Source: an optimization exercise on an open RTL-to-GDS flow (aim: small area, a short achievable clock period and few clock cycles per item). Production flows keep margins and buffers that such runs may drop.
The RTL was checked by simulation tests, not by an equivalence proof against the original design.
Power is estimated from default activity; no workload was simulated.

## flow/config.mk

```make
export PLATFORM = sky130hd
export DESIGN_NAME = gcd_lcm_unit_core
export DESIGN_NICKNAME = gcd_lcm_unit_core
export VERILOG_FILES = /design/flow/design.v
export SDC_FILE = /design/flow/constraint.sdc
export NUM_CORES = 4
export LEC_CHECK = 0
export CAP_MARGIN = 20
export CORE_MARGIN = 2
export CORE_UTILIZATION = 55
export SLEW_MARGIN = 20
```

## flow/constraint.sdc

```tcl
create_clock -name core_clock -period 6.0 [get_ports {clk_i}]
set_input_delay 1.2000 -clock core_clock [delete_from_list [all_inputs] [get_ports {clk_i}]]
set_output_delay 1.2000 -clock core_clock [all_outputs]
set_load 0.01 [all_outputs]
```

## flow/design.v

```verilog
`timescale 1ns / 1ps
`default_nettype none
package glu_pkg;
  localparam int unsigned DataW = 64;
  localparam int unsigned WorkW = DataW + 1;
  localparam int unsigned CntW  = 7;
  localparam int unsigned InDataW  = 2 * DataW;
  localparam int unsigned OutDataW = DataW;
  localparam logic OpGcd = 1'b0;
  localparam logic OpLcm = 1'b1;
  localparam int unsigned NumSt = 10;
  localparam int unsigned SIdle = 0;
  localparam int unsigned SSa   = 1;   
  localparam int unsigned SGcd  = 2;   
  localparam int unsigned SGfin = 3;   
  localparam int unsigned SRld  = 4;   
  localparam int unsigned SDiv  = 5;   
  localparam int unsigned SMul  = 6;   
  localparam int unsigned SFill = 7;   
  localparam int unsigned SZero = 8;   
  localparam int unsigned SOut  = 9;
endpackage : glu_pkg
`default_nettype wire
`timescale 1ns / 1ps
`default_nettype none
import glu_pkg::*;
module gcd_lcm_unit_core (
  input  wire logic                clk_i,
  input  wire logic                rst_ni,
  input  wire logic                s_axis_tvalid,
  output      logic                s_axis_tready,
  input  wire logic [glu_pkg::InDataW-1:0]  s_axis_tdata,   
  input  wire logic                s_axis_tuser,   
  output      logic                m_axis_tvalid,
  input  wire logic                m_axis_tready,
  output      logic [glu_pkg::OutDataW-1:0] m_axis_tdata,   
  output      logic                m_axis_tuser    
);
  logic [NumSt-1:0]  st_q, st_d;
  logic [NumSt-1:0]  sd_q;          
  logic [WorkW-1:0]  u_q, u_d;      
  logic [WorkW-1:0]  v_q, v_d;      
  logic [CntW-1:0]   k_q, k_d;      
  logic [CntW-1:0]   c_q, c_d;      
  logic              sb_q, sb_d;    
  logic              mf_q, mf_d;    
  logic              za_q, za_d;    
  logic              zb_q, zb_d;    
  logic              ovf_q, ovf_d;
  logic              lcm_q, lcm_d;  
  logic [DataW-1:0]  op_a, op_b;
  assign op_a   = s_axis_tdata[DataW-1:0];
  assign op_b   = s_axis_tdata[InDataW-1:DataW];
  logic              a_u, a_v2;               
  logic              b_v, b_a, b_b;           
  logic              inv, cin;
  logic [WorkW-1:0]  add_a, add_b, s;
  logic              sh0;           
  logic              divmode;       
  logic              qbit;
  logic [1:0]        j;
  logic [2:0]        fill;
  logic [WorkW+2:0]  sh_ext;
  logic [WorkW-1:0]  sh;
  logic              u_zero, r_zero;
  logic [WorkW-1:0]  rmask;
  logic              mbit, mul_ovf, mul_last;
  logic [CntW-1:0]   c_dec;
  logic              start;
  assign add_a = ({WorkW{a_u}} & u_q) | ({WorkW{a_v2}} & {v_q[WorkW-2:0], 1'b0});
  assign add_b = ({WorkW{b_v}} & v_q)
               | ({WorkW{b_a}} & {op_a[DataW-1], op_a})
               | ({WorkW{b_b}} & {op_b[DataW-1], op_b});
  assign s = add_a + (add_b ^ {WorkW{inv}}) + {{(WorkW-1){1'b0}}, cin};
  function automatic logic [1:0] tz3(input logic [2:0] x);
    if (x[0])      tz3 = 2'd0;
    else if (x[1]) tz3 = 2'd1;
    else if (x[2]) tz3 = 2'd2;
    else           tz3 = 2'd3;
  endfunction
  logic [2:0] v_mag3, d3;
  assign v_mag3 = v_q[WorkW-1] ? (3'd0 - v_q[2:0]) : v_q[2:0];
  assign d3     = u_q[2:0] - v_mag3;
  always_comb begin
    j = 2'd0;
    if (sd_q[SIdle] || sd_q[SOut] || sd_q[SRld]) j = tz3(op_a[2:0]);
    if (sd_q[SSa])  j = u_q[0] ? tz3(op_b[2:0]) : tz3(u_q[2:0]);
    if (sd_q[SGcd]) j = !u_q[0] ? tz3(u_q[2:0]) : !v_q[0] ? tz3(v_q[2:0]) : tz3(d3);
    if (sd_q[SDiv]) j = u_q[0] ? tz3(d3) : tz3(u_q[2:0]);
  end
  assign fill   = divmode ? {2'b00, qbit} : {3{s[WorkW-1]}};
  assign sh_ext = {fill, s} >> j;
  assign sh     = sh_ext[WorkW-1:0];
  assign rmask  = {WorkW{1'b1}} >> c_q;
  assign r_zero = ((u_q & rmask) == '0);
  assign u_zero = (u_q == '0);
  assign mbit     = u_q[WorkW-1];
  assign mul_ovf  = (v_q[DataW-1] & !mf_q) | s[WorkW-1];
  assign c_dec    = c_q - CntW'(1);
  assign mul_last = (c_dec == k_q);
  assign m_axis_tvalid = st_q[SOut];
  assign m_axis_tdata  = v_q[DataW-1:0];
  assign m_axis_tuser  = ovf_q;
  assign start = s_axis_tvalid && (sd_q[SIdle] || (sd_q[SOut] && m_axis_tready));
  always_comb begin
    st_d    = sd_q;
    u_d     = u_q;
    v_d     = v_q;
    k_d     = k_q;
    c_d     = c_q;
    sb_d    = sb_q;
    mf_d    = mf_q;
    za_d    = za_q;
    zb_d    = zb_q;
    ovf_d   = ovf_q;
    lcm_d   = lcm_q;
    a_u     = 1'b0;
    a_v2    = 1'b0;
    b_v     = 1'b0;
    b_a     = 1'b0;
    b_b     = 1'b0;
    inv     = 1'b0;
    cin     = 1'b0;
    sh0     = 1'b0;
    divmode = 1'b0;
    qbit    = 1'b0;
    s_axis_tready = 1'b0;
    if (sd_q[SIdle] || sd_q[SOut] || sd_q[SRld]) begin
      b_a = 1'b1;
      inv = op_a[DataW-1];
      cin = op_a[DataW-1];
    end
    if (sd_q[SSa]) begin
      a_u = !u_q[0];
      b_b = u_q[0];
    end
    if (sd_q[SGcd]) begin
      a_u = !u_q[0] | v_q[0];
      b_v = u_q[0];
      inv = u_q[0] & v_q[0] & !v_q[WorkW-1];
      cin = u_q[0] & v_q[0] & !v_q[WorkW-1];
    end
    if (sd_q[SDiv]) begin
      a_u = 1'b1;
      b_v = u_q[0];
      inv = u_q[0] & !v_q[WorkW-1];
      cin = u_q[0] & !v_q[WorkW-1];
    end
    if (sd_q[SGfin]) begin
      sh0  = 1'b1;
      b_v  = v_q[WorkW-1];
      a_v2 = !v_q[WorkW-1];
      inv  = v_q[WorkW-1];
      cin  = v_q[WorkW-1];
    end
    if (sd_q[SMul]) begin
      sh0  = 1'b1;
      a_v2 = !mf_q;
      b_b  = mbit;
      inv  = mbit & op_b[DataW-1];
      cin  = mbit & op_b[DataW-1];
    end
    if (sd_q[SZero]) begin
      sh0 = 1'b1;
      if (lcm_q == OpGcd) begin
        b_a = !za_q;
        b_b = za_q;
        inv = za_q ? op_b[DataW-1] : op_a[DataW-1];
        cin = inv;
      end
    end
    if (sd_q[SRld] || sd_q[SDiv]) begin
      divmode = 1'b1;
      qbit    = u_q[0] & sd_q[SDiv];
    end
    if (sd_q[SIdle] || sd_q[SOut]) begin
      if (sd_q[SIdle] || m_axis_tready) begin
        st_d = '0;
        st_d[SIdle] = 1'b1;
      end
      if (start) begin
        u_d   = sh;
        k_d   = CntW'(j);
        za_d  = (op_a == '0);
        zb_d  = (op_b == '0);
        ovf_d = 1'b0;
        lcm_d = s_axis_tuser;
        st_d  = '0;
        st_d[SSa] = 1'b1;
      end
    end
    if (sd_q[SSa]) begin
      if (za_q || zb_q) begin
        st_d = '0;
        st_d[SZero] = 1'b1;
      end else if (!u_q[0]) begin
        u_d = sh;
        k_d = k_q + CntW'(j);
      end else begin
        v_d  = sh;
        c_d  = CntW'(j);
        sb_d = 1'b1;
        st_d = '0;
        st_d[SGcd] = 1'b1;
      end
    end
    if (sd_q[SZero]) begin
      v_d           = sh;
      s_axis_tready = 1'b1;
      st_d          = '0;
      st_d[SOut]    = 1'b1;
    end
    if (sd_q[SGcd]) begin
      if (u_zero) begin
        st_d = '0;
        if (lcm_q == OpLcm) begin
          st_d[SRld] = 1'b1;
        end else if (!v_q[WorkW-1] && k_q == '0) begin
          s_axis_tready = 1'b1;
          st_d[SOut]    = 1'b1;
        end else begin
          st_d[SGfin] = 1'b1;
        end
      end else if (!u_q[0]) begin
        u_d = sh;
      end else if (!v_q[0]) begin
        v_d = sh;
        if (sb_q) c_d = c_q + CntW'(j);
      end else begin
        if (s[WorkW-1]) v_d = sh;
        else            u_d = sh;
        if (sb_q) begin
          sb_d = 1'b0;
          if (c_q < k_q) k_d = c_q;
        end
      end
    end
    if (sd_q[SGfin]) begin
      v_d = sh;
      if (!v_q[WorkW-1]) k_d = k_q - CntW'(1);
      if (v_q[WorkW-1] ? (k_q == '0) : (k_q == CntW'(1))) begin
        s_axis_tready = 1'b1;
        st_d          = '0;
        st_d[SOut]    = 1'b1;
      end
    end
    if (sd_q[SRld]) begin
      u_d  = sh;
      c_d  = CntW'(j);
      st_d = '0;
      st_d[SDiv] = 1'b1;
    end
    if (sd_q[SDiv]) begin
      if (r_zero) begin
        mf_d = 1'b1;
        st_d = '0;
        st_d[SMul] = 1'b1;
      end else begin
        u_d = sh;
        c_d = c_q + CntW'(j);
      end
    end
    if (sd_q[SMul]) begin
      v_d   = sh | {WorkW{mul_ovf}};
      ovf_d = mul_ovf;
      u_d   = {u_q[WorkW-2:0], 1'b0};
      c_d   = c_dec;
      mf_d  = 1'b0;
      if (mul_last) begin
        s_axis_tready = 1'b1;
        st_d          = '0;
        st_d[SOut]    = 1'b1;
      end else if (mul_ovf) begin
        st_d = '0;
        st_d[SFill] = 1'b1;
      end
    end
    if (sd_q[SFill]) begin
      s_axis_tready = 1'b1;
      st_d          = '0;
      st_d[SOut]    = 1'b1;
    end
  end
  always_ff @(posedge clk_i or negedge rst_ni) begin
    if (!rst_ni) begin
      st_q <= NumSt'(1) << SIdle;
    end else begin
      st_q <= st_d;
    end
  end
  always_ff @(posedge clk_i) begin
    if (!rst_ni) sd_q <= NumSt'(1) << SIdle;
    else         sd_q <= st_d;
  end
  always_ff @(posedge clk_i) begin
    u_q   <= u_d;
    v_q   <= v_d;
    k_q   <= k_d;
    c_q   <= c_d;
    sb_q  <= sb_d;
    mf_q  <= mf_d;
    za_q  <= za_d;
    zb_q  <= zb_d;
    ovf_q <= ovf_d;
    lcm_q <= lcm_d;
  end
endmodule
`default_nettype wire
```

## flow/run.sh

```bash
#!/bin/bash
# synth_recipe.tcl (not shown) runs the flow's synth.tcl, then flattens the netlist and writes it again
# the make line also repeats each setting of config.mk as NAME=value (left out here)
make -C /OpenROAD-flow-scripts/flow DESIGN_CONFIG=/design/flow/config.mk WORK_HOME=/design/flow/orfs CLKGATE_MAP_FILE= SYNTH_SCRIPT=/design/flow/synth_recipe.tcl finish
```

==> results of run 1 <==
-- layout make-up --
class	count	area, sq um	share of cell area [%]
Antenna cell	2	5.00	0.0230
Clock buffer	19	464	2.13
Clock inverter	13	100	0.460
Inverter	57	214	0.983
Multi-Input combinational cell	1799	12200	56.1
Sequential cell	161	3270	15.0
Tap cell	390	488	2.24
Timing Repair Buffer	586	5010	23.0
-- kinds of logic after synthesis --
logic type | count (synthesis) | synth area share (%)
buffers and inverters | 289 | 8.26
flip-flops | 161 | 19.6
AO/OA/AOI/OAI | 845 | 34.2
multiplexers | 80 | 4.94
XOR/XNOR | 144 | 7.62
AND/OR/NAND/NOR | 641 | 18.5
adder cells (fa/ha/maj) | 89 | 6.85
-- registers in the layout, indices dropped and copies added, names as in the netlist --
name / cells
c_q: 7
mf_q: 1
u_q: 65
ovf_q: 1
za_q: 1
sb_q: 1
k_q: 7
sd_q: 10
v_q: 65
zb_q: 1
lcm_q: 1
st_q: 1
-- metal layers --
metal | track usage (%) | wire length, um | vias to the layer above
met5 | 0 | 20 | -
met1 | 60.8 | 29500 | 9682
li1 | - | - | 9188
met4 | 23.7 | 4500 | 4
met2 | 66.5 | 30600 | 1656
met3 | 11.4 | 9840 | 326
-- worst max path at each step --
stage	slack (ns)	from	to
3_5_place_dp	-0.42	s_axis_tdata[127]	sd_q[2]
3_3_place_gp	-0.28	s_axis_tdata[127]	u_q[47]
5_1_grt	-0.04	s_axis_tdata[127]	sd_q[2]
2_1_floorplan	0.43	s_axis_tdata[63]	u_q[47]
6_report	-0.002	s_axis_tdata[127]	v_q[53]
4_1_cts	0.02	s_axis_tdata[127]	u_q[38]
-- synth_stat cells, drive strengths merged, types with 15 or more instances --
master / count / share of area (%)
nor3: 42 / 1.3
o21a: 19 / 0.86
buf: 124 / 4.5
inv: 56 / 1.3
mux2i: 65 / 3.9
a211oi: 18 / 0.84
nand3: 33 / 0.99
xor2: 27 / 1.4
nand2: 219 / 4.9
a21o: 20 / 0.90
nor4: 54 / 2.1
a21oi: 243 / 7.3
nor2b: 23 / 0.86
nor2: 148 / 3.3
a22oi: 21 / 0.95
o21ai: 189 / 5.7
a222oi: 64 / 3.8
mux2: 15 / 1.0
o21bai: 17 / 0.77
o22a: 20 / 1.1
ha: 84 / 6.3
xnor2: 117 / 6.2
a22o: 69 / 3.6
o31ai: 22 / 1.1
o211ai: 35 / 1.6
clkbuf: 108 / 2.4
nand4: 49 / 1.8
dfxtp: 156 / 19
-- stage by stage --
step | util [%] | area [sq um] | power (mW)
floorplan | - | 16700 | 5.36
global placement | 70.7 | 21000 | 7.57
detailed placement | 70.7 | 21000 | 7.71
CTS | 72.6 | 21600 | 8.79
global route | 73.3 | 21800 | 9.53
finish | 73.3 | 21800 | 9.13
-- report_power, final --
group	internal, mW	switching, mW	leakage, nW
Sequential	1.55	0.921	1.36
Combinational	2.62	2.97	7.42
Clock	0.572	0.495	0.281
Total	4.74	4.39	9.06
-- worst max-delay path, stage by stage --
cell and delay, ns:
clkdlybuf4s50_1 0.46, buf_4 0.19, a31oi_1 0.12, buf_4 0.19
a21oi_4 0.20, buf_4 0.24, buf_12 0.20, buf_4 0.17
xnor2_1 0.09, ha_1 0.38, nand2_1 0.17, buf_4 0.18
nor2_1 0.15, and4_1 0.36, o2111ai_1 0.28, nand3_1 0.17
buf_4 0.17, o21ai_1 0.12, buf_4 0.17, xnor2_1 0.35
nand2_1 0.12, o31ai_1 0.11, buf_4 0.18, a21oi_1 0.09
o21ai_0 0.25
-- repair_timing --
action / CTS / global route
buffers inserted: 0 / 2
endpoints found under the setup margin: 0 / 137
resized for setup: 0 / 35
==> run notes, run 1 <==
- Data arrival, critical path: 6.35 ns
- Slew @ Worst Pin: 1.23 ns
- MaxCap Viol Count: 0
- Syn. warnings: 1
- Final min period: 6.00 ns
- Hold-critical path depth: 2
- Hold Fails Final Rpt: 0
- Worst reg2reg endpoint: u_q[55]
- Max FO, Critical Path: 18
- Synthesized net count: 2470
- CTS max path bufs: 2
- Area delta synth->final: 30.7%
- Post-Route WL: 74500 um
- FILL cells: around 2400
- Initial antenna violation count: 2
- CTS Sinks: roughly 160
- Kind of critical path: primary input to flip-flop
- DRT iter0 DRCs: 3203
- Drt first pass iters: 10
- Commonest non-fill, non-tap cells in the layout: buf_4, a21oi_1, nand2_1, clkdlybuf4s50_1, o21ai_0
- Clk root buf: clkbuf_16
- Vias per cell: 6.89
- Hold_buf cts: 0
- Non-Filler Instances: 3027
- Worst reg-to-reg path cell count: 22
- Final Wtd Congestion: 1.05
- First-pass GRT wire length: 110000 um
- Fmax achieved: 0.167 GHz
- GRT Total Usage: 45.2%
- Syn Area/Cell: 7.41 sq um
- Min Hold Slack: 0.494 ns
- CTS buffer count: 17
- I/O pins: 200
- Starting density of the core: ~56%
- HP Class: flip-flop to flip-flop
- Ys async rst share: 0.621%
- Startpoint types: primary input
- Number of flops mapped to enable cells by yosys: 4
- Via Count: 20900
- Layout check fault list: negative setup slack
- Largest net degree at the start of global routing: 87
- R2r setup slk: 0.18 ns
- Leak: a little over 9 nW
- Max-Slew Margin vs Limit: 17.5%
- Clock-pin slew on the worst setup and hold paths: 0.06 ns
- Layout cell share with drive strength beyond 1: 19.0%
- Per-cell routed wire length: between 20 and 25 um
- Netlist Area Pre-Place: 16700 sq um
- Worst VDD drop: between 0.3 and 0.4 mV
- Sum Neg Setup Slack: -0.00209 ns
- Status: finished with violations
- Dpl hpwl: 58500 um
- Fin crit share: 100%
- Vias in the first global route: around 19000
- Final Worst Setup Slack: -0.00209 ns
- Clock skew: 0.0141 ns
- Die ar.: 31700 sq um
- Min-delay src: mf_q
- IO buf count: 199
- Slew Limit Fails: 0
- Cell variety after synth: 89
- R2R Path Start: u_q[0]
- Rows: 63
- Register area share after synthesis: 19.6%
- CORE AREA: 29700 sq um
- Die H: 178 um
- Chip width: 178 um
- Remaining antenna violation count after routing: 0
- Crit path required time: 6.34 ns
- Critical Path End Type: flip-flop
- Synth Instances: 2249
- Top FF cell, synth: dfxtp_1
- # nets final: around 2800
- Most common cell after layout, fill and taps aside: buf_4
- DRC: 0
- WHS Endpoint: mf_q
- Pwr per Cell Area: 419 nW/um^2
- Total gr overflow: 0
- Clk latency of the worst-skew pair: 0.44 ns
- # H-tree levels: 4
- Setup violations, final: 1
- Inst Count DP: 2990
- FF+latch count, synth: roughly 160
- Pre-CTS setup slack: -0.418 ns
- CTS tree: done
- RSZ-0062 raised after global routing: yes
Testbench counts, summed over its fixed seeds: cycles 43,298, items 960.
==> run 2: changes to the inputs <==
--- a/flow/design.v
+++ b/flow/design.v
@@ -93,6 +93,21 @@
   assign sh     = sh_ext[WorkW-1:0];
   assign rmask  = {WorkW{1'b1}} >> c_q;
   assign r_zero = ((u_q & rmask) == '0);
+  function automatic logic [CntW-2:0] hipair(input logic [WorkW:0] x);
+    hipair = '0;
+    for (int i = 0; i < (WorkW + 1) / 2; i++) begin
+      if (x[2*i] | x[2*i+1]) hipair = (CntW-1)'(i);
+    end
+  endfunction
+  logic [CntW-2:0]   hp_a, hp_b, hp_u;
+  logic              nz_a, nz_b, gcd_ovf;
+  assign hp_a    = hipair({2'b00, op_a ^ {DataW{op_a[DataW-1]}}});
+  assign hp_b    = hipair({2'b00, op_b ^ {DataW{op_b[DataW-1]}}});
+  assign hp_u    = hipair({1'b0, u_q});
+  assign nz_a    = ((op_a ^ {DataW{op_a[DataW-1]}}) != '0);
+  assign nz_b    = ((op_b ^ {DataW{op_b[DataW-1]}}) != '0);
+  assign gcd_ovf = nz_a && nz_b &&
+                   ({hp_a, 1'b0} + {hp_b, 1'b0}) >= ({1'b0, hp_u, 1'b0} + {1'b0, k_q} + 8'd66);
   assign u_zero = (u_q == '0);
   assign mbit     = u_q[WorkW-1];
   assign mul_ovf  = (v_q[DataW-1] & !mf_q) | s[WorkW-1];
@@ -153,6 +168,10 @@
       inv  = v_q[WorkW-1];
       cin  = v_q[WorkW-1];
     end
+    if (sd_q[SFill]) begin
+      sh0 = 1'b1;
+      inv = 1'b1;
+    end
     if (sd_q[SMul]) begin
       sh0  = 1'b1;
       a_v2 = !mf_q;
@@ -235,6 +254,10 @@
         end
       end
     end
+    if (sd_q[SGcd] && !u_zero && lcm_q == OpLcm && gcd_ovf) begin
+      st_d = '0;
+      st_d[SFill] = 1'b1;
+    end
     if (sd_q[SGfin]) begin
       v_d = sh;
       if (!v_q[WorkW-1]) k_d = k_q - CntW'(1);
@@ -276,6 +299,8 @@
       end
     end
     if (sd_q[SFill]) begin
+      v_d           = sh;
+      ovf_d         = 1'b1;
       s_axis_tready = 1'b1;
       st_d          = '0;
       st_d[SOut]    = 1'b1;
--- a/flow/config.mk
+++ b/flow/config.mk
@@ -7,5 +7,5 @@
 export LEC_CHECK = 0
 export CAP_MARGIN = 20
 export CORE_MARGIN = 2
-export CORE_UTILIZATION = 55
+export CORE_UTILIZATION = 40
 export SLEW_MARGIN = 20
==> run notes, run 2 <==
- Synth Instances: 2687 (+19%)
- Overall power consumption: 10.8 mW (+18%)
- CTS buffer count: 17 (unchanged)
- Most frequent CP cell: buf_4
- Initial antenna violation count: 1 (-1)
- Clock skew: 0.0195 ns (+0.00534 ns)
- Sw Pwr: 5.36 mW (+22%)
- Via Count: 25200 (+21%)
- Starting density of the core: 40.3% (-16 points)
- Critical Path, Cell by Cell: buf_2, inv_2, nor4_1, o31ai_1, buf_4, a21oi_4, buf_4, buf_4, xnor2_1, ha_1, a21oi_1, nand2_1, o21ai_1, nand4_1, a211oi_2, buf_4, o21bai_2, a211o_1, a31oi_1, a211oi_2, a221o_1
- Synthesized net count: 2935 (+19%)
- Vias per cell: 6.48 (-5.9%)
- IO buf count: 199 (unchanged)
- Per-cell routed wire length: 27.1 um (+10%)
- Hold Fails Final Rpt: 0 (unchanged)
- Clk root buf: clkbuf_16
- Clock-pin slew on the worst setup and hold paths: 0.07 ns (about the same)
- Syn Area/Cell: 7.31 sq um (-1.3%)
- Synth top area cells: dfxtp_1, ha_1, xnor2_1
- Largest net degree at the start of global routing: 77 (-11%)
- MaxCap Viol Count: 0 (unchanged)
- Total gr overflow: 0 (unchanged)
- I/O pins: 200 (unchanged)
- Ys async rst share: 0.621% (unchanged)
- Switch share: 49.7% (+1.6 points)
- Yosys top cell by area: dfxtp_1
- Slowest stage cell on the critical path: o21ai_1
- # nets final: 3455 (+22%)
- Most common cell after layout, fill and taps aside: buf_4
- Placed Area: 25500 sq um (+21%)
- CORE AREA: 48700 sq um (+64%)
- Combinational power share: 65.8% (+4.6 points)
- Remaining antenna violation count after routing: 0 (unchanged)
- Drt first pass iters: 8 (-2)
- WHS Endpoint: sb_q
- Sequential Power Share: 23.2% (-3.9 points)
- Crit path required time: 6.34 ns (about the same)
- Dpl hpwl: 86100 um (+47%)
- Main combinational cell family by area after synthesis: compound AO/OA/AOI/OAI gates
- Register area share after synthesis: 16.6% (-3.0 points)
- Simple-gate share of the synthesized area: 22.2% (+3.7 points)
- Die ar.: 50900 sq um (+61%)
- Compound-gate portion of the synthesized area: 34.2% (+0.049 points)
- Rows: 81 (+29%)
- CTS max path bufs: 2 (unchanged)
- Data arrival, critical path: 6.21 ns (-0.14 ns)
- RSZ-0062 raised after global routing: no
- Clock share of power: 10.9% (-0.8 points)
- Area share of fa/ha/maj cells after synthesis: 7.64% (+0.79 points)
- Netlist Area Pre-Place: 19600 sq um (+18%)
- CTS Sinks: 161 (unchanged)
- Critical Path End Type: flip-flop
- DRT iter0 DRCs: 3340 (+4.3%)
- Crit path buffers/inverters: 6 (-4)
- Crit-path max cell delay: 0.56 ns (+0.10 ns)
- Fmax achieved: 0.170 GHz (+2.3%)
- Pre-CTS setup slack: -0.482 ns (-0.0632 ns)
- Slew @ Worst Pin: 1.14 ns (-0.0897 ns)
- CTS tree: done
- Chip width: 226 um (+27%)
- Final instance area: 26200 sq um (+20%)
- Commonest non-fill, non-tap cells in the layout: buf_4, nand2_1, nor2_1, clkdlybuf4s50_1, a21oi_1
- Slew Limit Fails: 0 (unchanged)
- First-pass GRT wire length: 154000 um (+40%)
- Worst reg2reg endpoint: u_q[55]
- Final Worst Setup Slack: 0.135 ns (+0.137 ns)
- Area delta synth->final: 33.4%
- Number of flops mapped to enable cells by yosys: 3 (-1)
- Post-synthesis xor/xnor area fraction: 6.61% (-1.0 points)
- R2r setup slk: 0.18 ns (about the same)
- Clk latency of the worst-skew pair: 0.47 ns (+0.03 ns)
- Worst reg-to-reg path cell count: 18 (-18%)
- Power Internal: 5.43 mW (+14%)
- Post-Route WL: 105000 um (+41%)
- Non-Filler Instances: 3885 (+28%)
- Syn. warnings: 1 (unchanged)
- Inst Count DP: 3850 (+29%)
- Leak: 11.1 nW (+22%)
- Startpoint types: primary input
- Final Wtd Congestion: 1.10 (+4.6%)
- Max FO, Critical Path: 10 (-8)
- Cell variety after synth: 96 (+7.9%)
- Max-Slew Margin vs Limit: 24.0% (+6.5 points)
- Post-synth top area share: 16.0% (-2.8 points)
- Fin crit share: 97.8% (-2.3 points)
- HP Class: flip-flop to flip-flop
- Count leader, synth: nand2_1
- Final min period: 5.87 ns (-0.137 ns)
- Top FF cell, synth: dfxtp_1
- # H-tree levels: 4 (unchanged)
- Kind of critical path: primary input to flip-flop
- GRT Total Usage: 40.5% (-4.8 points)
- Hold-critical path depth: 1 (-1)
- Pwr per Cell Area: 411 nW/um^2 (-1.9%)
- Die H: 226 um (+27%)
- Largest regs: u_q (65), v_q (65), sd_q (10)
- Setup violations, final: 0 (-1)
- Layout cell share with drive strength beyond 1: 19.6% (+0.62 points)
- Status: finished clean
- Min-delay src: sb_q
- Worst VDD drop: 0.265 mV (-19%)
- Top cells by count, synth: nand2_1, nor2_1, a21oi_1
- DRC: 0 (unchanged)
- FF+latch count, synth: 161 (unchanged)
- Hold_buf cts: 0 (unchanged)
- Vias in the first global route: 23800 (+25%)
- Mux cell area share after synthesis: 5.13% (+0.19 points)
- R2R Path Start: lcm_q
- Critical path's top delay family: compound AO/OA/AOI/OAI gates
## run 2: changes by cell type in the layout (fill, tap and decap cells not counted), moves of 27 or more
cell | before | now
a21oi_1 | 236 | 186
mux2i_1 | 63 | 95
o21ai_0 | 181 | 138
a31oi_1 | 12 | 39
o22ai_1 | 8 | 45
nor2_1 | 146 | 217
buf_4 | 376 | 518
o22a_1 | 20 | 51
nand3_1 | 33 | 88
o21ai_1 | 7 | 40
## run 2: layout make-up
cell class                 count  area (sq um)
sequential                   161          3260
tap                          664           831
fill                        4779         22500
inverter                      77           289
clock inverter                12           146
multi-input combinational   2217         15000
timing repair buffer         733          6180
antenna                        1          2.50
clock buffer                  20           458
## run 2: cells by family after synthesis
logic type | Yosys count
buf+inv | 309
fa+ha+maj | 116
flops | 161
simple gates | 898
xor+xnor | 145
mux | 100
compound gates | 958
## run 2: through the flow
step / util [%] / hold slack, ns / TNS, ns
floorplan: - / 0.457 / 0
global placement: 52.3 / 0.478 / -5.40
detailed placement: 52.3 / 0.485 / -15.76
CTS: 53.5 / 0.497 / 0
global route: 53.8 / 0.511 / 0
finish: 53.8 / 0.506 / 0
## run 2: power by group through the flow
stage / Combinational (mW) / Clock, mW / Sequential (mW)
after floorplan: 4.17 / 0 / 1.98
final: 7.10 / 1.18 / 2.51
after global routing: 7.59 / 1.22 / 2.51
after detailed placement: 6.88 / 0 / 2.46
after global placement: 6.82 / 0 / 2.45
after CTS: 6.93 / 1.18 / 2.43
## run 2: how the worst max path moves through the flow
stage | slack, ns | to | from | depth (start not counted)
after CTS | 0.1 | sd_q[1] | s_axis_tdata[15] | 24
after detailed placement | -0.48 | sd_q[1] | s_axis_tdata[7] | 24
after global routing | 0.002 | u_q[45] | s_axis_tdata[63] | 25
after global placement | -0.38 | sd_q[1] | s_axis_tdata[15] | 24
after floorplan | 0.1 | u_q[56] | s_axis_tdata[63] | 20
final | 0.13 | u_q[55] | s_axis_tdata[63] | 21
## run 2: timing repair
action,in CTS,in global routing
pin swaps,0,3
setup endpoints to repair,1,135
buffers inserted,0,2
resized for setup,1,25
## run 2: metal layers
metal / GRT usage, % / part of all wire (%)
met1: 54.0 / 42
met2: 63.2 / 43
met3: 7.79 / 9.9
met4: 17.9 / 5.1
met5: 0 / 0
Testbench counts of run 2, summed over its fixed seeds: cycles 25,869, items 960.
==> run 3: changes to the inputs <==
--- a/flow/design.v
+++ b/flow/design.v
@@ -48,6 +48,7 @@
   logic              zb_q, zb_d;    
   logic              ovf_q, ovf_d;
   logic              lcm_q, lcm_d;  
+  logic              sw_q, sw_d;    
   logic [DataW-1:0]  op_a, op_b;
   assign op_a   = s_axis_tdata[DataW-1:0];
   assign op_b   = s_axis_tdata[InDataW-1:DataW];
@@ -83,7 +84,8 @@
   assign d3     = u_q[2:0] - v_mag3;
   always_comb begin
     j = 2'd0;
-    if (sd_q[SIdle] || sd_q[SOut] || sd_q[SRld]) j = tz3(op_a[2:0]);
+    if (sd_q[SIdle] || sd_q[SOut]) j = tz3(op_a[2:0]);
+    if (sd_q[SRld])  j = sw_q ? tz3(op_b[2:0]) : tz3(op_a[2:0]);
     if (sd_q[SSa])  j = u_q[0] ? tz3(op_b[2:0]) : tz3(u_q[2:0]);
     if (sd_q[SGcd]) j = !u_q[0] ? tz3(u_q[2:0]) : !v_q[0] ? tz3(v_q[2:0]) : tz3(d3);
     if (sd_q[SDiv]) j = u_q[0] ? tz3(d3) : tz3(u_q[2:0]);
@@ -101,6 +103,7 @@
   endfunction
   logic [CntW-2:0]   hp_a, hp_b, hp_u;
   logic              nz_a, nz_b, gcd_ovf;
+  logic              go_q, go_d;
   assign hp_a    = hipair({2'b00, op_a ^ {DataW{op_a[DataW-1]}}});
   assign hp_b    = hipair({2'b00, op_b ^ {DataW{op_b[DataW-1]}}});
   assign hp_u    = hipair({1'b0, u_q});
@@ -129,6 +132,7 @@
     zb_d    = zb_q;
     ovf_d   = ovf_q;
     lcm_d   = lcm_q;
+    sw_d    = sw_q;
     a_u     = 1'b0;
     a_v2    = 1'b0;
     b_v     = 1'b0;
@@ -140,11 +144,17 @@
     divmode = 1'b0;
     qbit    = 1'b0;
     s_axis_tready = 1'b0;
-    if (sd_q[SIdle] || sd_q[SOut] || sd_q[SRld]) begin
+    if (sd_q[SIdle] || sd_q[SOut]) begin
       b_a = 1'b1;
       inv = op_a[DataW-1];
       cin = op_a[DataW-1];
     end
+    if (sd_q[SRld]) begin
+      b_a = !sw_q;
+      b_b = sw_q;
+      inv = sw_q ? op_b[DataW-1] : op_a[DataW-1];
+      cin = sw_q ? op_b[DataW-1] : op_a[DataW-1];
+    end
     if (sd_q[SSa]) begin
       a_u = !u_q[0];
       b_b = u_q[0];
@@ -175,9 +185,10 @@
     if (sd_q[SMul]) begin
       sh0  = 1'b1;
       a_v2 = !mf_q;
-      b_b  = mbit;
-      inv  = mbit & op_b[DataW-1];
-      cin  = mbit & op_b[DataW-1];
+      b_b  = mbit & !sw_q;
+      b_a  = mbit & sw_q;
+      inv  = mbit & (sw_q ? op_a[DataW-1] : op_b[DataW-1]);
+      cin  = mbit & (sw_q ? op_a[DataW-1] : op_b[DataW-1]);
     end
     if (sd_q[SZero]) begin
       sh0 = 1'b1;
@@ -204,6 +215,7 @@
         zb_d  = (op_b == '0);
         ovf_d = 1'b0;
         lcm_d = s_axis_tuser;
+        sw_d  = (hp_b < hp_a);
         st_d  = '0;
         st_d[SSa] = 1'b1;
       end
@@ -254,7 +266,8 @@
         end
       end
     end
-    if (sd_q[SGcd] && !u_zero && lcm_q == OpLcm && gcd_ovf) begin
+    go_d = sd_q[SGcd] && !u_zero && lcm_q == OpLcm && gcd_ovf;
+    if (sd_q[SGcd] && go_q) begin
       st_d = '0;
       st_d[SFill] = 1'b1;
     end
@@ -328,6 +341,8 @@
     zb_q  <= zb_d;
     ovf_q <= ovf_d;
     lcm_q <= lcm_d;
+    sw_q  <= sw_d;
+    go_q  <= go_d;
   end
 endmodule
 `default_nettype wire
==> run notes, run 3 <==
- # nets final: 3461 (+0.17%)
- CORE AREA: 47900 sq um (-1.6%)
- DRT iter0 DRCs: 3316 (-0.72%)
- CTS Sinks: 163 (+1.2%)
- Hold Fails Final Rpt: 0 (unchanged)
- Max FO, Critical Path: 17 (+7)
- Via Count: 24700 (-2.1%)
- Most common cell after layout, fill and taps aside: buf_4
- Worst reg-to-reg path cell count: 19 (+1)
- Post-Route WL: 99000 um (-5.9%)
- Leak: 11.2 nW (+1.0%)
- Register area share after synthesis: 17.0% (+0.39 points)
- Slew Limit Fails: 0 (unchanged)
- First-pass GRT wire length: 143000 um (-7.5%)
- Critical Path, Cell by Cell: buf_2, mux2_4, a221o_1, a221o_1, a21o_4, buf_12, xnor2_2, ha_1, a21oi_2, o21ai_1, a221o_1, o311ai_4, nand3_2, o31ai_4, and4_1, o31ai_1, buf_4, and2_4, or4_4, a31oi_4
- Ys async rst share: 0.613% (-0.0076 points)
- FF+latch count, synth: 163 (+1.2%)
- Syn. warnings: 1 (unchanged)
- Placed Area: 25200 sq um (-1.3%)
- Commonest non-fill, non-tap cells in the layout: buf_4, nand2_1, nor2_1, clkdlybuf4s50_1, a21oi_1
- Slew @ Worst Pin: 1.31 ns (+0.177 ns)
- Compound-gate portion of the synthesized area: 33.6% (-0.62 points)
- CTS max path bufs: 2 (unchanged)
- Clock-pin slew on the worst setup and hold paths: 0.07 ns (about the same)
- Startpoint types: primary input
- Top cells by count, synth: nand2_1, nor2_1, a21oi_1
- Clock skew: 0.0127 ns (-0.00680 ns)
- Layout cell share with drive strength beyond 1: 21.7% (+2.1 points)
- IO buf count: 199 (unchanged)
- Drt first pass iters: 13 (+5)
- Area delta synth->final: 36.6%
- Die ar.: 50500 sq um (-0.76%)
- Hold-critical path depth: 2 (+1)
- Clk latency of the worst-skew pair: 0.45 ns (-0.02 ns)
- Slowest stage cell on the critical path: or4_4
- Status: finished clean
- Die H: 225 um (-0.38%)
- Synthesized net count: 2944 (+0.31%)
- DRC: 0 (unchanged)
- Fmax achieved: 0.170 GHz (-0.19%)
- Mux cell area share after synthesis: 5.90% (+0.77 points)
- Inserted Diodes: 0 (-1)
- MaxCap Viol Count: 0 (unchanged)
- Dpl hpwl: 79500 um (-7.6%)
- Per-cell routed wire length: 25.8 um (-4.7%)
- I/O pins: 200 (unchanged)
- Chip width: 225 um (-0.38%)
- Crit-path max cell delay: 0.55 ns (about the same)
- Vias per cell: 6.43 (-0.79%)
- Sum Neg Setup Slack: 0 ns (unchanged)
- Main combinational cell family by area after synthesis: compound AO/OA/AOI/OAI gates
- Cell variety after synth: 88 (-8.3%)
- Simple-gate share of the synthesized area: 21.3% (-0.87 points)
- Crit path required time: 6.37 ns (+0.03 ns)
- Post-synthesis xor/xnor area fraction: 6.93% (+0.32 points)
- CTS buffer count: 17 (unchanged)
- Data arrival, critical path: 6.25 ns (+0.04 ns)
- Critical Path End Type: flip-flop
- Remaining antenna violation count after routing: 0 (unchanged)
- Count leader, synth: nand2_1
- Initial antenna violation count: 3 (+2)
- Rows: 80 (-1.2%)
- Total gr overflow: 0 (unchanged)
- Final instance area: 26600 sq um (+1.6%)
- CTS tree: done
- Synth top area cells: dfxtp_1, ha_1, nand2_1
- RSZ-0062 raised after global routing: yes
- Post-synth top area share: 16.2% (+0.23 points)
- Vias in the first global route: 23100 (-3.3%)
- Finished Core Util: 55.5% (+1.8 points)
- Final min period: 5.88 ns (+0.0114 ns)
- Yosys top cell by area: dfxtp_1
- Max-Slew Margin vs Limit: 11.6% (-12 points)
- Top FF cell, synth: dfxtp_1
- Most frequent CP cell: a221o_1
- Netlist Area Pre-Place: 19500 sq um (-0.77%)
- Pwr per Cell Area: 408 nW/um^2 (-0.75%)
- # H-tree levels: 4 (unchanged)
- Worst VDD drop: 0.257 mV (-3.1%)
- HP Class: flip-flop to flip-flop
- Largest net degree at the start of global routing: 75 (-2.6%)
- Clk root buf: clkbuf_16
- GRT Total Usage: 37.2% (-3.2 points)
- Kind of critical path: primary input to flip-flop
- Final Wtd Congestion: 1.05 (-4.1%)
- Area share of fa/ha/maj cells after synthesis: 7.97% (+0.33 points)
- Largest regs: u_q (65), v_q (65), sd_q (10)
- Fin crit share: 97.9% (+0.19 points)
- Synth Instances: 2691 (+0.15%)
- Starting density of the core: 40.7% (+0.36 points)
- Syn Area/Cell: 7.24 sq um (-0.92%)
- Setup violations, final: 0 (unchanged)
- Number of flops mapped to enable cells by yosys: 4 (+1)
[run 3: cell types whose count changed after synthesis, sizes merged, moves of 20 or more]
cell	delta
buf	-41
clkbuf	+48
nand3	-26
nor2	+20
nand2	+44
a21oi	+20
[run 3: cell type report]
class	instances	area, sq um
Sequential cell	163	3310
Timing Repair Buffer	737	6280
Clock buffer	19	443
Inverter	70	263
Clock inverter	12	121
Fill cell	4635	21300
Multi-Input combinational cell	2219	15400
Tap cell	615	769
[run 3: logic make-up (layout without fill, tap and decap cells)]
logic type / Yosys count / count (layout)
compound gates: 946 / 946
simple gates: 888 / 888
buf+inv: 309 / 838
flops: 163 / 163
xor+xnor: 151 / 151
fa+ha+maj: 120 / 120
mux: 114 / 114
[run 3: through the flow]
step	power (mW)	setup slack, ns	hold WS (ns)	std cells
3_3_place_gp	9.23	-0.764	0.512	3777
5_1_grt	11.5	-0.00189	0.565	3835
3_5_place_dp	9.31	-0.735	0.517	3777
6_report	10.9	0.123	0.536	3835
4_1_cts	10.5	0.0186	0.538	3808
2_1_floorplan	6.35	-0.108	0.462	2691
[run 3: layer usage]
| metal | track usage [%] | part of all wire (%) |
|---|---|---|
| met2 | 57.1 | 42 |
| met5 | 0 | 0.013 |
| met4 | 17.5 | 5.4 |
| met3 | 6.96 | 9.7 |
| met1 | 50.3 | 42 |
[run 3: report_power, final]
part,internal [mW],switching (mW),total (mW)
Combinational,3.35,3.76,7.11
Sequential,1.60,1.05,2.65
Clock,0.589,0.527,1.12
[run 3: worst paths after layout]
path | slack [ns] | startpoint | endpoint
max | 0.12 | s_axis_tdata[63] | u_q[44]
max reg2reg | 0.44 | sd_q[8] | u_q[44]
min reg2reg | 0.54 | u_q[22] | u_q[23]
min | 0.54 | u_q[22] | u_q[23]
max in group asynchronous | 4.93 | rst_ni | st_q[9]
min in group asynchronous | 0.93 | rst_ni | st_q[9]
[run 3: critical path, delay by kind of cell]
kind / cells / cell delay [ns]
adder cells (fa/ha/maj): 1 / 0.34
AND/OR/NAND/NOR: 4 / 1.15
buffers and inverters: 3 / 0.42
AO/OA/AOI/OAI: 10 / 2.67
XOR/XNOR: 1 / 0.16
multiplexers: 1 / 0.26
[run 3: what timing repair did]
action,in CTS,in global routing
gates cloned,0,5
pin swaps,3,28
gates resized for setup,12,108
hold endpoints to repair,0,0
endpoints found under the setup margin,74,133
buffers inserted,0,22
hold buffers,0,0
Testbench counts of run 3, summed over its fixed seeds: cycles 24,370, items 960.
==> run 4: changes to the inputs <==
--- a/flow/design.v
+++ b/flow/design.v
@@ -109,8 +109,9 @@
   assign hp_u    = hipair({1'b0, u_q});
   assign nz_a    = ((op_a ^ {DataW{op_a[DataW-1]}}) != '0);
   assign nz_b    = ((op_b ^ {DataW{op_b[DataW-1]}}) != '0);
-  assign gcd_ovf = nz_a && nz_b &&
-                   ({hp_a, 1'b0} + {hp_b, 1'b0}) >= ({1'b0, hp_u, 1'b0} + {1'b0, k_q} + 8'd66);
+  logic [CntW:0]     lab_q, lab_d;
+  assign lab_d   = (nz_a && nz_b) ? ({1'b0, hp_a, 1'b0} + {1'b0, hp_b, 1'b0}) : '0;
+  assign gcd_ovf = lab_q >= ({1'b0, hp_u, 1'b0} + {1'b0, k_q} + 8'd66);
   assign u_zero = (u_q == '0);
   assign mbit     = u_q[WorkW-1];
   assign mul_ovf  = (v_q[DataW-1] & !mf_q) | s[WorkW-1];
@@ -341,6 +342,7 @@
     zb_q  <= zb_d;
     ovf_q <= ovf_d;
     lcm_q <= lcm_d;
+    if (start) lab_q <= lab_d;
     sw_q  <= sw_d;
     go_q  <= go_d;
   end
==> run notes, run 4 <==
- Compound-gate portion of the synthesized area: 31.2% (-2.4 points)
- Inserted Diodes: 0 (unchanged)
- Post-synth top area share: 16.2% (-0.061 points)
- Final min period: 5.93 ns (+0.0557 ns)
- Syn. warnings: 1 (unchanged)
- Max-Slew Margin vs Limit: 27.6% (+16 points)
- Setup violations, final: 0 (unchanged)
- FF+latch count, synth: 169 (+3.7%)
- Area delta synth->final: 33.0%
- Min-delay src: mf_q
- Data arrival, critical path: 6.26 ns (about the same)
- Clk latency of the worst-skew pair: 0.46 ns (about the same)
- Number of flops mapped to enable cells by yosys: 10 (+6)
- Register area share after synthesis: 17.8% (+0.86 points)
- Starting density of the core: 40.2% (-0.43 points)
- Max FO, Critical Path: 7 (-10)
- Critical Path End Type: flip-flop
- Startpoint types: primary input
- # nets final: 3377 (-2.4%)
- Clk root buf: clkbuf_16
- Largest net degree at the start of global routing: 99 (+32%)
- Top FF cell, synth: dfxtp_1
- Drt first pass iters: 12 (-1)
- Kind of critical path: primary input to flip-flop
- Synthesized net count: 2917 (-0.92%)
- Clock skew: 0.0115 ns (-0.00119 ns)
- Total gr overflow: 0 (unchanged)
- Synth top area cells: dfxtp_1, ha_1, mux2i_1
- Layout cell share with drive strength beyond 1: 19.7% (-2.0 points)
- IO buf count: 199 (unchanged)
- Ys async rst share: 0.592% (-0.022 points)
- Area share of fa/ha/maj cells after synthesis: 7.94% (-0.030 points)
- Worst reg2reg endpoint: v_q[16]
- DRT iter0 DRCs: 2826 (-15%)
- # H-tree levels: 4 (unchanged)
- CTS max path bufs: 2 (unchanged)
- Per-cell routed wire length: 26.7 um (+3.3%)
- I/O pins: 200 (unchanged)
- CORE AREA: 48600 sq um (+1.5%)
- Min Hold Slack: 0.514 ns (-0.0223 ns)
- Yosys top cell by area: dfxtp_1
- DRC: 0 (unchanged)
- Slew Limit Fails: 0 (unchanged)
- Via Count: 23900 (-2.9%)
- Fin crit share: 98.9% (+0.93 points)
- Commonest non-fill, non-tap cells in the layout: buf_4, nand2_1, nor2_1, clkdlybuf4s50_1, a21oi_1
- Hold Fails Final Rpt: 0 (unchanged)
- R2r setup slk: 0.13 ns (-0.31 ns)
- Status: finished clean
- Largest regs: u_q (65), v_q (65), sd_q (10)
- WHS Endpoint: mf_q
- Final Worst Setup Slack: 0.0675 ns (-0.0557 ns)
- Most common cell after layout, fill and taps aside: buf_4
- Sum Neg Setup Slack: 0 ns (unchanged)
- CTS tree: done
- Pwr per Cell Area: 405 nW/um^2 (-0.71%)
- CTS buffer count: 17 (unchanged)
- Vias per cell: 6.37 (-0.98%)
- CTS Sinks: 169 (+3.7%)
- Hold-critical path depth: 2 (unchanged)
- Leak: 11.1 nW (-1.3%)
- GRT Total Usage: 38.3% (+1.1 points)
- MaxCap Viol Count: 0 (unchanged)
- Simple-gate share of the synthesized area: 21.8% (+0.51 points)
- Pre-CTS setup slack: -1.28 ns (-0.545 ns)
- Slew @ Worst Pin: 1.09 ns (-0.228 ns)
- Dpl hpwl: 80600 um (+1.4%)
- Top cells by count, synth: nand2_1, nor2_1, a21oi_1
- Cell variety after synth: 94 (+6.8%)
- Overall power consumption: 10.5 mW (-3.0%)
- Worst reg-to-reg path cell count: 24 (+5)
- Syn Area/Cell: 7.35 sq um (+1.4%)
- Main combinational cell family by area after synthesis: compound AO/OA/AOI/OAI gates
- Crit path required time: 6.32 ns (-0.05 ns)
- Vias in the first global route: 22700 (-1.6%)
- Post-Route WL: 100000 um (+1.2%)
- Die ar.: 50700 sq um (+0.37%)
- Die H: 225 um (+0.19%)
- Mux cell area share after synthesis: 6.96% (+1.1 points)
- Final Wtd Congestion: 1.07 (+1.4%)
- Netlist Area Pre-Place: 19600 sq um (+0.38%)
- Hold_buf cts: 0 (unchanged)
- Chip width: 225 um (+0.19%)
- Count leader, synth: nand2_1
- Synth Instances: 2664 (-1.0%)
- Post-synthesis xor/xnor area fraction: 6.85% (-0.084 points)
- First-pass GRT wire length: 145000 um (+1.6%)
- Initial antenna violation count: 2 (-1)
- Placed Area: 24900 sq um (-1.3%)
- Worst VDD drop: 0.329 mV (+28%)
- Final instance area: 26000 sq um (-2.3%)
- Remaining antenna violation count after routing: 0 (unchanged)
- HP Class: flip-flop to flip-flop
- R2R Path Start: sw_q
- Clock-pin slew on the worst setup and hold paths: 0.08 ns (about the same)
- Rows: 81 (+1.3%)
- RSZ-0062 raised after global routing: yes
- Fmax achieved: 0.169 GHz (-0.94%)
-- run 4: stage by stage --
| step | utilization, % | cells |
|---|---|---|
| 2_1_floorplan | - | 2664 |
| 3_3_place_gp | 51.1 | 3713 |
| 3_5_place_dp | 51.1 | 3713 |
| 4_1_cts | 52.8 | 3749 |
| 5_1_grt | 53.5 | 3759 |
| 6_report | 53.5 | 3759 |
-- run 4: cells by family (layout without fill, tap and decap cells) --
group / count (synthesis) / count (layout)
and+or+nand+nor: 898 / 898
AOI/OAI and AO/OA: 886 / 886
buffers and inverters: 305 / 778
DFF: 169 / 169
xor gates and xnor gates: 153 / 153
muxes: 133 / 133
adders and majority gates: 120 / 120
-- run 4: power breakdown --
part / internal [mW] / switching, mW / leakage (nW)
registers: 1.64 / 1.14 / 1.43
logic: 3.06 / 3.45 / 9.31
clock network: 0.699 / 0.556 / 0.315
-- run 4: layout make-up --
cell class / instances / area [sq um]
repair buffers: 674 / 5830
clock inverters: 14 / 195
inverters: 72 / 270
fillers: 4728 / 22600
well taps: 622 / 778
multi-input cells: 2190 / 15000
clock buffers: 18 / 450
flip-flops and latches: 169 / 3490
-- run 4: what timing repair did --
action                     CTS  global route
gates cloned                 1             2
gates resized for setup     26            55
setup buffers                3             8
pin swaps                    8            23
setup endpoints to repair  137           137
-- run 4: per-layer routing --
| layer | track usage (%) | up-vias | wire length [um] |
|---|---|---|---|
| met3 | 5.11 | 285 | 7160 |
| li1 | - | 10900 | - |
| met5 | 0 | - | 44 |
| met4 | 28.1 | 2 | 8570 |
| met2 | 61.4 | 1235 | 44500 |
| met1 | 47.1 | 11500 | 39900 |
-- run 4: worst max-delay path: stages --
cell	delay (ns)
buf_8	0.11
mux2_4	0.27
a221oi_4	0.31
o2111ai_2	0.17
a21boi_4	0.20
buf_12	0.15
xnor2_4	0.07
fa_2	0.40
fa_2	0.38
nand2b_4	0.15
a21o_1	0.22
a31o_4	0.28
o21ba_4	0.23
and4bb_4	0.38
o211a_4	0.22
o211ai_1	0.09
buf_4	0.17
and3_4	0.17
nor2_4	0.20
a31o_4	0.22
buf_12	0.15
buf_12	0.14
buf_6	0.10
mux2i_1	0.17
a21oi_1	0.09
-- run 4: worst max path at each step --
| stage | startpoint | endpoint | slack, ns | cells past startpoint |
|---|---|---|---|---|
| finish | s_axis_tdata[63] | v_q[16] | 0.07 | 25 |
| global route | s_axis_tdata[63] | v_q[16] | -0.06 | 25 |
| CTS | s_axis_tdata[63] | v_q[23] | -0.05 | 24 |
| detailed placement | s_axis_tdata[63] | u_q[63] | -1.28 | 24 |
| global placement | s_axis_tdata[63] | u_q[63] | -1.21 | 23 |
| floorplan | s_axis_tdata[63] | u_q[64] | 0.002 | 23 |
Testbench counts of run 4, summed over its fixed seeds: cycles 24,370, items 960.
==> run 5: changes to the inputs <==
--- a/flow/design.v
+++ b/flow/design.v
@@ -113,6 +113,8 @@
   assign lab_d   = (nz_a && nz_b) ? ({1'b0, hp_a, 1'b0} + {1'b0, hp_b, 1'b0}) : '0;
   assign gcd_ovf = lab_q >= ({1'b0, hp_u, 1'b0} + {1'b0, k_q} + 8'd66);
   assign u_zero = (u_q == '0);
+  logic              g_done;
+  assign g_done = u_zero || (!sb_q && (v_q == WorkW'(1) || v_q == '1));
   assign mbit     = u_q[WorkW-1];
   assign mul_ovf  = (v_q[DataW-1] & !mf_q) | s[WorkW-1];
   assign c_dec    = c_q - CntW'(1);
@@ -243,16 +245,10 @@
       st_d[SOut]    = 1'b1;
     end
     if (sd_q[SGcd]) begin
-      if (u_zero) begin
+      if (g_done) begin
         st_d = '0;
-        if (lcm_q == OpLcm) begin
-          st_d[SRld] = 1'b1;
-        end else if (!v_q[WorkW-1] && k_q == '0) begin
-          s_axis_tready = 1'b1;
-          st_d[SOut]    = 1'b1;
-        end else begin
-          st_d[SGfin] = 1'b1;
-        end
+        if (lcm_q == OpLcm) st_d[SRld]  = 1'b1;
+        else                st_d[SGfin] = 1'b1;
       end else if (!u_q[0]) begin
         u_d = sh;
       end else if (!v_q[0]) begin
@@ -273,9 +269,9 @@
       st_d[SFill] = 1'b1;
     end
     if (sd_q[SGfin]) begin
-      v_d = sh;
+      if (v_q[WorkW-1] || k_q != '0) v_d = sh;
       if (!v_q[WorkW-1]) k_d = k_q - CntW'(1);
-      if (v_q[WorkW-1] ? (k_q == '0) : (k_q == CntW'(1))) begin
+      if (v_q[WorkW-1] ? (k_q == '0) : (k_q <= CntW'(1))) begin
         s_axis_tready = 1'b1;
         st_d          = '0;
         st_d[SOut]    = 1'b1;
==> run notes, run 5 <==
- Slew @ Worst Pin: 1.19 ns (+0.107 ns)
- Rows: 82 (+1.2%)
- Clock-pin slew on the worst setup and hold paths: 0.07 ns (about the same)
- Top FF cell, synth: dfxtp_1
- Synthesized net count: 3056 (+4.8%)
- FF+latch count, synth: 169 (unchanged)
- IO buf count: 199 (unchanged)
- Hold_buf cts: 0 (unchanged)
- CORE AREA: 50200 sq um (+3.1%)
- Dpl hpwl: 84600 um (+5.0%)
- Clk root buf: clkbuf_16
- MaxCap Viol Count: 0 (unchanged)
- Most common cell after layout, fill and taps aside: buf_4
- Crit path from: s_axis_tdata[127]
- Critical Path End Type: flip-flop
- Post-synth top area share: 15.6% (-0.61 points)
- Final min period: 5.85 ns (-0.0799 ns)
- Setup crit end: u_q[48]
- Initial antenna violation count: 3 (+1)
- Drt first pass iters: 14 (+2)
- Fmax achieved: 0.171 GHz (+1.4%)
- Fin crit share: 97.5% (-1.3 points)
- FILL cells: 4868 (+3.0%)
- Commonest non-fill, non-tap cells in the layout: buf_4, nand2_1, nor2_1, a21oi_1, clkdlybuf4s50_1
- CTS buffer count: 17 (unchanged)
- Max FO, Critical Path: 36 (+29)
- Clock skew: 0.0132 ns (+0.00168 ns)
- HP Class: flip-flop to flip-flop
- Vias in the first global route: 23300 (+2.8%)
- First-pass GRT wire length: 153000 um (+5.5%)
- Yosys top cell by area: dfxtp_1
- R2r setup slk: 0.27 ns (+0.14 ns)
- Synth Instances: 2800 (+5.1%)
- Data arrival, critical path: 6.24 ns (-0.02 ns)
- Starting density of the core: 40.5% (+0.31 points)
- Startpoint types: primary input
- Max-Slew Margin vs Limit: 19.8% (-7.8 points)
- Crit path required time: 6.39 ns (+0.07 ns)
- Die ar.: 52700 sq um (+3.8%)
- RSZ-0062 raised after global routing: no
- Setup violations, final: 0 (unchanged)
- CTS tree: done
- Top cells by count, synth: nand2_1, nor2_1, a21oi_1
- Worst reg-to-reg path cell count: 22 (-8.3%)
- Die H: 229 um (+1.9%)
- DRT iter0 DRCs: 4023 (+42%)
- Area delta synth->final: 23.8%
- Vias per cell: 6.68 (+4.9%)
- Syn. warnings: 1 (unchanged)
- # nets final: 3348 (-0.86%)
- Final Wtd Congestion: 1.07 (+0.13%)
- CTS Sinks: 169 (unchanged)
- Total gr overflow: 0 (unchanged)
- Synth top area cells: dfxtp_1, ha_1, a21oi_1
- Post-Route WL: 105000 um (+5.0%)
- Chip width: 229 um (+1.9%)
- Kind of critical path: primary input to flip-flop
- Per-cell routed wire length: 27.8 um (+4.4%)
- Netlist Area Pre-Place: 20300 sq um (+3.9%)
- GRT Total Usage: 38.4% (+0.047 points)
- Worst reg2reg endpoint: u_q[48]
- Remaining antenna violation count after routing: 0 (unchanged)
- Number of flops mapped to enable cells by yosys: 10 (unchanged)
- DRC: 0 (unchanged)
- Via Count: 25200 (+5.5%)
- Slowest stage cell on the critical path: a221oi_1
- Largest regs: u_q (65), v_q (65), sd_q (10)
- Largest net degree at the start of global routing: 87 (-12%)
- I/O pins: 200 (unchanged)
- Max Used Layer: met5
- Pwr per Cell Area: 426 nW/um^2 (+5.0%)
- Ys async rst share: 0.592% (unchanged)
- Most frequent CP cell: buf_4
- Crit-path max cell delay: 0.45 ns (+0.05 ns)
- Slew Limit Fails: 0 (unchanged)
- Worst VDD drop: 0.319 mV (-3.2%)
- # H-tree levels: 4 (unchanged)
- CTS max path bufs: 2 (unchanged)
- Inst Count DP: 3743 (+0.81%)
- Count leader, synth: nand2_1
- Cell variety after synth: 89 (-5.3%)
- Clk latency of the worst-skew pair: 0.46 ns (about the same)
- Overall power consumption: 10.7 mW (+1.6%)
- Hold Fails Final Rpt: 0 (unchanged)
- Status: finished clean
- WL met3: 10000 um (+40%)
- Layout cell share with drive strength beyond 1: 12.8% (-7.0 points)
- Leak: 10.1 nW (-8.4%)
- Syn Area/Cell: 7.26 sq um (-1.1%)
- Non-Filler Instances: 3779 (+0.53%)
- Register area share after synthesis: 17.2% (-0.67 points)
- Met2 routed WL: 44400 um (-0.27%)
- Met1 WL: 42300 um (+6.1%)
- R2R Path Start: sd_q[4]
- Critical Path, Cell by Cell: buf_2, and3_1, a311o_1, o2111ai_1, a2bb2oi_4, buf_12, xnor2_1, buf_4, ha_1, a21oi_1, o21ai_0, a221oi_1, buf_4, o2111ai_1, nor2_1, buf_4, a21oi_1, o211a_2, o211a_4, buf_12, a2111oi_1, a311o_1
run 5: cell types whose count changed after synthesis, moves of 18 or more:
cell,change
xnor2_1,+49
nor2_1,+43
mux2i_1,-46
o21ai_1,-29
nand4_1,+20
xor2_1,-64
a2bb2oi_1,+18
a21oi_1,+47
and2_1,+18
run 5: cells by family (layout without fill, tap and decap cells):
kind of cell               Yosys count  after routing  share of synthesized area, %
AOI/OAI and AO/OA                  986            986                          34.1
xor gates and xnor gates           140            140                          6.17
adders and majority gates          123            123                          7.83
buffers and inverters              297            601                          6.78
DFF                                169            169                          17.2
muxes                               78             78                          3.88
other                                0              3                             0
and+or+nand+nor                   1007           1007                          24.1
run 5: report_power, final:
group	switching, mW	total [mW]	internal [mW]	leakage (nW)
clock network	0.523	1.18	0.656	0.286
logic	3.78	6.76	2.98	8.41
registers	1.15	2.77	1.62	1.42
run 5: cell type report:
cell class                 count  area (sq um)  share of cell area, %
clock buffer                  17           425                   1.69
antenna                        3          7.51                 0.0298
multi-input combinational   2334         15600                   61.8
inverter                      60           225                  0.895
timing repair buffer         510          4450                   17.7
clock inverter                14           175                  0.696
sequential                   169          3490                   13.9
tap                          672           841                   3.34
run 5: what timing repair did:
action | 4_1_cts | 5_1_grt
endpoints found under the hold margin | 0 | 0
setup buffers | 0 | 2
resized for setup | 0 | 2
endpoints found under the setup margin | 0 | 16
run 5: per-stage QoR:
stage / hold slack (ns) / area (sq um) / worst slack (ns) / util (%) / setup TNS [ns]
6_report: 0.468 / 25200 / 0.147 / 50.2 / 0
5_1_grt: 0.500 / 25200 / 0.0116 / 50.2 / 0
4_1_cts: 0.473 / 25100 / 0.235 / 50.1 / 0
3_5_place_dp: 0.457 / 24500 / -0.146 / 48.9 / -1.97
3_3_place_gp: 0.466 / 24500 / -0.0483 / 48.9 / -0.124
2_1_floorplan: 0.459 / 20300 / 0.0461 / - / 0
run 5: how the worst min path moves through the flow:
stage           from     to  cells past startpoint
2_1_floorplan   mf_q   mf_q                      2
3_3_place_gp   ovf_q  ovf_q                      2
3_5_place_dp   ovf_q  ovf_q                      2
4_1_cts        ovf_q  ovf_q                      2
5_1_grt        ovf_q  ovf_q                      2
6_report       ovf_q  ovf_q                      2
run 5: critical path: cells and delay by family:
kind / cells / cell delay, ns
AO/OA/AOI/OAI: 12 / 3.08
XOR/XNOR: 1 / 0.16
adder cells (fa/ha/maj): 1 / 0.33
buffers and inverters: 6 / 1.06
AND/OR/NAND/NOR: 2 / 0.36
run 5: metal layers:
metal	vias up	track usage, %
met5	-	0
met4	2	26.3
met3	327	6.56
met2	1567	57.9
met1	12000	49.8
li1	11300	-
Testbench counts of run 5, summed over its fixed seeds: cycles 23,514, items 960.

-- separate check: timing with driven ports --
How much do the figures lean on ideal ports? The routed layouts below were timed once more, with nothing changed but the port constraints. Step 1: set_driving_cell puts a clkbuf_16 on clk_i and a buf_2 on each other input, an assumption about the parent block. Step 2 also shifts input and output timing later by t, the mid clock arrival at the registers, as if the neighbouring blocks saw the same clock. a / b / c = no drivers / after step 1 / after step 2; a / b = the first two.
run | t, ns | setup WS [ns] | latest minus earliest clock arrival (ns) | worst slew at a driven data input, ns
run 1 | 0.482 | -0.002 / 0.022 / -0.460 | 0.014 / 0.014 | 0.05
run 2 | 0.515 | 0.135 / 0.164 / -0.351 | 0.020 / 0.020 | 0.05
run 3 | 0.502 | 0.123 / 0.164 / -0.338 | 0.013 / 0.013 | 0.07
run 4 | 0.516 | 0.067 / 0.080 / -0.436 | 0.012 / 0.012 | 0.06
run 5 | 0.500 | 0.147 / 0.161 / -0.340 | 0.013 / 0.013 | 0.09
Met with ideal ports but missed after step 2: setup timing in run 2, run 3, run 4 and run 5. For run 4, which loses most, drivers alone change the setup slack by +0.013 ns; drivers and shift together by -0.503 ns.
